This design comes from an exercise in tuning for small area on the open sky130 flow, not from production work. The RTL was checked by simulation tests, not by an equivalence proof against the original design.

`flow/design.v`:
```
`default_nettype none
package conv_pkg;
  localparam int pix_w = 8;                     
  localparam int out_delay = 23;                
  typedef logic [pix_w-1:0] pixel_t;            
endpackage
`default_nettype wire
`default_nettype none
module row_skew_line #(
  parameter int depth = 23   
) (
  input  wire logic             clk,
  input  wire conv_pkg::pixel_t pix_in,
  output conv_pkg::pixel_t      pix_out
);
  conv_pkg::pixel_t shreg [depth];
  always_ff @(posedge clk) begin
    shreg[0] <= pix_in;
    for (int i = 1; i < depth; i++) begin
      shreg[i] <= shreg[i-1];
    end
  end
  assign pix_out = shreg[depth-1];
endmodule
`default_nettype wire
`default_nettype none
module mac_tap (
  input  wire conv_pkg::pixel_t row0,
  input  wire conv_pkg::pixel_t row1,
  input  wire conv_pkg::pixel_t row2,
  input  wire conv_pkg::pixel_t row3,
  input  wire conv_pkg::pixel_t row4,
  output logic signed [15:0]    alpha,
  output logic        [15:0]    beta,
  output logic        [15:0]    gamma
);
  logic [8:0] a, b;
  assign a = row0 + row4;
  assign b = row1 + row3;
  assign alpha = 16'({row2, 1'b0}) - 16'(a);
  assign beta  = 16'(12 * (b + 10'({row2, 1'b0})));
  assign gamma = 16'(2 * a) + 16'(24 * b) + 16'(108 * row2);
endmodule
`default_nettype wire
`default_nettype none
module mac_cascade (
  input  wire logic             clk,
  input  wire logic             rst,
  input  wire conv_pkg::pixel_t row0,
  input  wire conv_pkg::pixel_t row1,
  input  wire conv_pkg::pixel_t row2,
  input  wire conv_pkg::pixel_t row3,
  input  wire conv_pkg::pixel_t row4,
  output conv_pkg::pixel_t      pix_new    
);
  logic [15:0] alpha, beta, gamma;
  logic [15:0] s1, s2, s3, s4, t;
  conv_pkg::pixel_t pix_q;
  mac_tap u_col (
    .row0 (row0), .row1 (row1), .row2 (row2), .row3 (row3), .row4 (row4),
    .alpha (alpha), .beta (beta), .gamma (gamma)
  );
  always_ff @(posedge clk) begin
    if (rst) begin
      s1 <= '0;
      s2 <= '0;
      s3 <= '0;
      s4 <= '0;
    end else begin
      s1 <= alpha;
      s2 <= s1 + beta;
      s3 <= s2 + gamma;
      s4 <= s3 + beta;
    end
  end
  assign t = s4 + alpha;
  always_ff @(posedge clk) begin
    pix_q <= t[15:8];
  end
  assign pix_new = pix_q;
endmodule
`default_nettype wire
`default_nettype none
module conv5x5_top (
  input  wire logic             clk,
  input  wire logic             rst,
  input  wire conv_pkg::pixel_t row0,      
  input  wire conv_pkg::pixel_t row1,
  input  wire conv_pkg::pixel_t row2,
  input  wire conv_pkg::pixel_t row3,
  input  wire conv_pkg::pixel_t row4,      
  output conv_pkg::pixel_t      pix_out    
);
  conv_pkg::pixel_t pix_new, pix_del;
  logic [4:0] age;   
  mac_cascade u_cascade (
    .clk (clk), .rst (rst),
    .row0 (row0), .row1 (row1), .row2 (row2), .row3 (row3), .row4 (row4),
    .pix_new (pix_new)
  );
  row_skew_line #(
    .depth (conv_pkg::out_delay)
  ) u_delay (
    .clk     (clk),
    .pix_in  (pix_new),
    .pix_out (pix_del)
  );
  always_ff @(posedge clk) begin
    if (rst) begin
      age <= 5'd7;
    end else if (age != 5'd31) begin
      age <= age + 5'd1;
    end
  end
  assign pix_out = (age == 5'd31) ? pix_del : '0;
endmodule
`default_nettype wire
```
`flow/run.sh`:
```
#!/bin/bash
# synth_recipe.tcl (not shown) runs the flow's synth.tcl, then flattens the netlist and writes it again
# the make line also repeats each setting of config.mk as NAME=value (left out here)
make -C /OpenROAD-flow-scripts/flow DESIGN_CONFIG=/design/flow/config.mk WORK_HOME=/design/flow/orfs CLKGATE_MAP_FILE= SYNTH_SCRIPT=/design/flow/synth_recipe.tcl finish
```
`flow/config.mk`:
```
export PLATFORM = sky130hd
export DESIGN_NAME = conv5x5_top
export DESIGN_NICKNAME = conv5x5_top
export VERILOG_FILES = /design/flow/design.v
export SDC_FILE = /design/flow/constraint.sdc
export NUM_CORES = 4
export LEC_CHECK = 0
export CAP_MARGIN = 20
export CORE_MARGIN = 2
export CORE_UTILIZATION = 40
export SLEW_MARGIN = 20
```
`flow/constraint.sdc`:
```
create_clock -name core_clock -period 4.0 [get_ports {clk}]
set_input_delay 0.8000 -clock core_clock [delete_from_list [all_inputs] [get_ports {clk}]]
set_output_delay 0.8000 -clock core_clock [all_outputs]
set_load 0.01 [all_outputs]
```
==> run summary <==
cells by family after synthesis:
| group | Yosys count | synth area share |
|---|---|---|
| flip-flops | 255 | 0.458 |
| adder cells (fa/ha/maj) | 180 | 0.227 |
| AND/OR/NAND/NOR | 229 | 0.100 |
| multiplexers | 2 | 0.00180 |
| buffers and inverters | 95 | 0.0320 |
| AO/OA/AOI/OAI | 193 | 0.117 |
| XOR/XNOR | 82 | 0.0644 |
critical path: cells and delay by family:
kind / cells / cell delay [ns]
AND/OR/NAND/NOR: 3 / 0.43
AO/OA/AOI/OAI: 5 / 0.70
buffers and inverters: 5 / 0.29
adder cells (fa/ha/maj): 7 / 2.69
XOR/XNOR: 2 / 0.26
cell usage in the layout (no fill, tap or decap), types with 8 or more instances in the layout:
master,synthesis,routed
dlygate4sd2_1,0,8
clkbuf_16,0,24
dfxtp_1,255,255
o21a_1,16,15
xnor2_2,0,19
nor2_2,0,14
a21oi_2,0,21
a21oi_1,54,21
nand3_1,12,8
nor2b_1,27,26
ha_4,0,62
and2_1,9,8
nor3_1,25,20
buf_6,0,36
inv_2,0,9
fa_1,37,32
inv_1,85,75
nand2_1,43,36
a21oi_4,0,12
buf_4,0,232
a21o_1,28,28
xnor2_4,0,10
xnor2_1,55,26
o21ai_2,0,15
nor2_1,75,59
nand2b_1,11,11
clkdlybuf4s50_1,0,20
xor2_1,27,20
ha_1,143,76
o21ai_0,29,8
sequential cells by signal (all words and copies together), names as in the netlist:
| signal | count |
|---|---|
| age | 5 |
| u_cascade.pix_q | 8 |
| u_cascade.s1 | 10 |
| u_cascade.s2 | 16 |
| u_cascade.s3 | 16 |
| u_cascade.s4 | 16 |
| u_delay.shreg | 184 |
what timing repair did:
action,CTS,global route
pin swaps,139,111
gates resized for setup,226,137
buffers inserted,35,21
endpoints found under the setup margin,40,36
area by class of cell:
class	count	area [µm²]	share of cell area
Timing Repair Buffer	311	2560	0.151
Inverter	85	327	0.0193
Clock inverter	11	121	0.00717
Multi-Input combinational cell	686	7670	0.453
Clock buffer	33	674	0.0398
Sequential cell	255	5100	0.302
Tap cell	378	473	0.0279
through the flow:
stage,setup WS [ns],util,hold slack [ns],cells
6_report,-0.818,0.613,0.315,1759
5_1_grt,-0.969,0.613,0.322,1759
4_1_cts,-0.924,0.579,0.307,1745
3_5_place_dp,-1.94,0.508,0.312,1670
3_3_place_gp,-1.89,0.508,0.311,1670
2_1_floorplan,-1.00,-,0.310,1036
worst max path at each step:
stage,start,end,slack (ns),depth (start not counted)
finish,row2[1],u_cascade.s3[14]$_SDFF_PP0_,-0.82,22
global route,row2[1],u_cascade.s3[14]$_SDFF_PP0_,-0.97,22
CTS,row2[1],u_cascade.s3[14]$_SDFF_PP0_,-0.92,23
detailed placement,row2[2],u_cascade.s3[12]$_SDFF_PP0_,-1.94,21
global placement,row2[1],u_cascade.s3[14]$_SDFF_PP0_,-1.89,22
floorplan,row2[1],u_cascade.s3[14]$_SDFF_PP0_,-1.00,21
per-layer routing:
layer	GRT usage	wire length [µm]	vias to the layer above
met3	0.0199	611	46
met2	0.299	13000	107
met4	0.0405	503	0
met1	0.209	11400	4027
li1	-	-	4215
met5	0	0	-
==> flow_summary.toml <==
[run_status]
status = "finished with violations"
so_faults = "setup timing"

[route]
drc_errors = 0
dr.pass1.iters = 4
ant_nets = 0
wirelength_um = 25500
via_per_inst = 4.77
routedWlPerCell_um = 14.5
vias = 8395
drtIter0Drc = 320

[setup_path]
crit_path_max_fanout = 3
cp-end-kind = "flip-flop"
crit_arrival_ns = 5.22
path_class = "input port to flip-flop"
r2r_end = "u_cascade.s3[9]$_SDFF_PP0_"
cpMaxStageDelayCell = "fa_1"
r2r.worst_path.cells = 14
crit_required_ns = 4.40
cp-start-kind = "input port"
slowest_delay_ns = 0.52
critical_path.most_common_cell = "fa_1"
reg2reg_slack_ns = 1.15
reg2reg_from = "u_cascade.s2[2]$_SDFF_PP0_"
crit_chain = "buf_12 > ha_4 > fa_1 > inv_2 > fa_1 > inv_2 > ha_4 > o21a_1 > o31a_1 > nor2_2 > xnor2_2 > fa_1 > inv_1 > fa_1 > inv_2 > ha_4 > a21o_1 > a21oi_2 > nor3b_4 > a21oi_2 > xnor2_1 > nor2_1"

[logic_synthesis]
synthTopCellsByArea = "dfxtp_1, ha_1, fa_1"
synth_nets = 1258
synth-edff-count = 0
synthCells = 1036
yosysWarnings = 4
synth_top_cell_by_area = "dfxtp_1"
synth_ff_type = "dfxtp_1"
synth_top_area_share = 0.458
ys_types = 53
yosysMostFrequentCell = "dfxtp_1"
async_flop_share = 0
synth-seq-cells = 255
synth_common_cells = "dfxtp_1, ha_1, inv_1, nor2_1, xnor2_1"
syn_area_um2 = 11200
avgSynthCellArea_um2 = 10.8
ys_seq_area_frac = 0.458

[hold_path]
min-delay-path-class = "flip-flop to flip-flop"
worstHoldEndpoint = "u_delay.shreg[0][0]$_DFF_P_"
min_from = "u_cascade.pix_q[0]$_DFF_P_"
hold_depth = 0

[clock_network]
cts_sinks = 255
insertion_delay_ns = 0.52
cts-hold-fix-buffers = 0
cts_buffers = 24
clk_pin_slew_worst_paths_ns = 0.07
cts_tree = "done"
htreeDepth = 1
clk_path_buf_depth = 3
cts_root_buf = "clkbuf_16"

[die]
num_io_pins = 50
num_rows = 61
die_area_um2 = 29200
die_h_um = 171
core_um2 = 27600
die_w_um = 171
start_util = 0.404

[placed_design]
io_buffers = 49
place_congestion = 0.827
dpl_cell_area_um2 = 14000
hpwlAfterDp_um = 17700

[sta]
rsz0062_at_grt = "yes"
hold_viol = 0
post-route-worst-setup-slack_ns = -0.818
clock.fmax_ghz = 0.208
skew_ns = 0.0156
drv_slew = 0
slew_headroom = 0.534
setup_tns_ns = -16.50
fin_crit_sh = 1.20
worst_pin_slew_ns = 0.698
finalSetupViolCount = 32
fin_crit_ns = 4.82

[job]
cap_violations = 0

[cells_and_area]
antennaDiodeCount = 0
fin_nets = 1585
drive_gt1_frac = 0.401
area_growth_pct = 51.8
fillers = 2195
final_cell_area_um2 = 16900

[global_route]
grt_pass1_vias = 8317
antenna_found_initial = 0
grt_max_degree = 38
grt_pass1_wl_um = 39400
grt_usage = 0.165
grt_overflow_total = 0

-- re-timing with driven ports --
Ports are ideal in the flow. The routed layout listed here was re-timed in OpenROAD. Step 1 sets driving cells, clkbuf_16 on the clock port and buf_2 on the other inputs (assumed; they add their load-dependent delay and slew). Step 2 also shifts input and output timing later by t, the mid clock arrival at the registers, as if the neighbouring blocks saw the same clock. Three values: no drivers, after step 1, after step 2; two values: the first two.
shift t [ns]: 0.562
setup slack, ns: -0.818 / -0.820 / -1.382
hold slack, ns: 0.315 / 0.315 / 0.315
worst register clock-pin slew, ns: 0.07 / 0.07
pins driven straight from the clock port: 1
For this run, drivers alone change the setup slack by -0.002 ns; drivers and shift together by -0.564 ns.
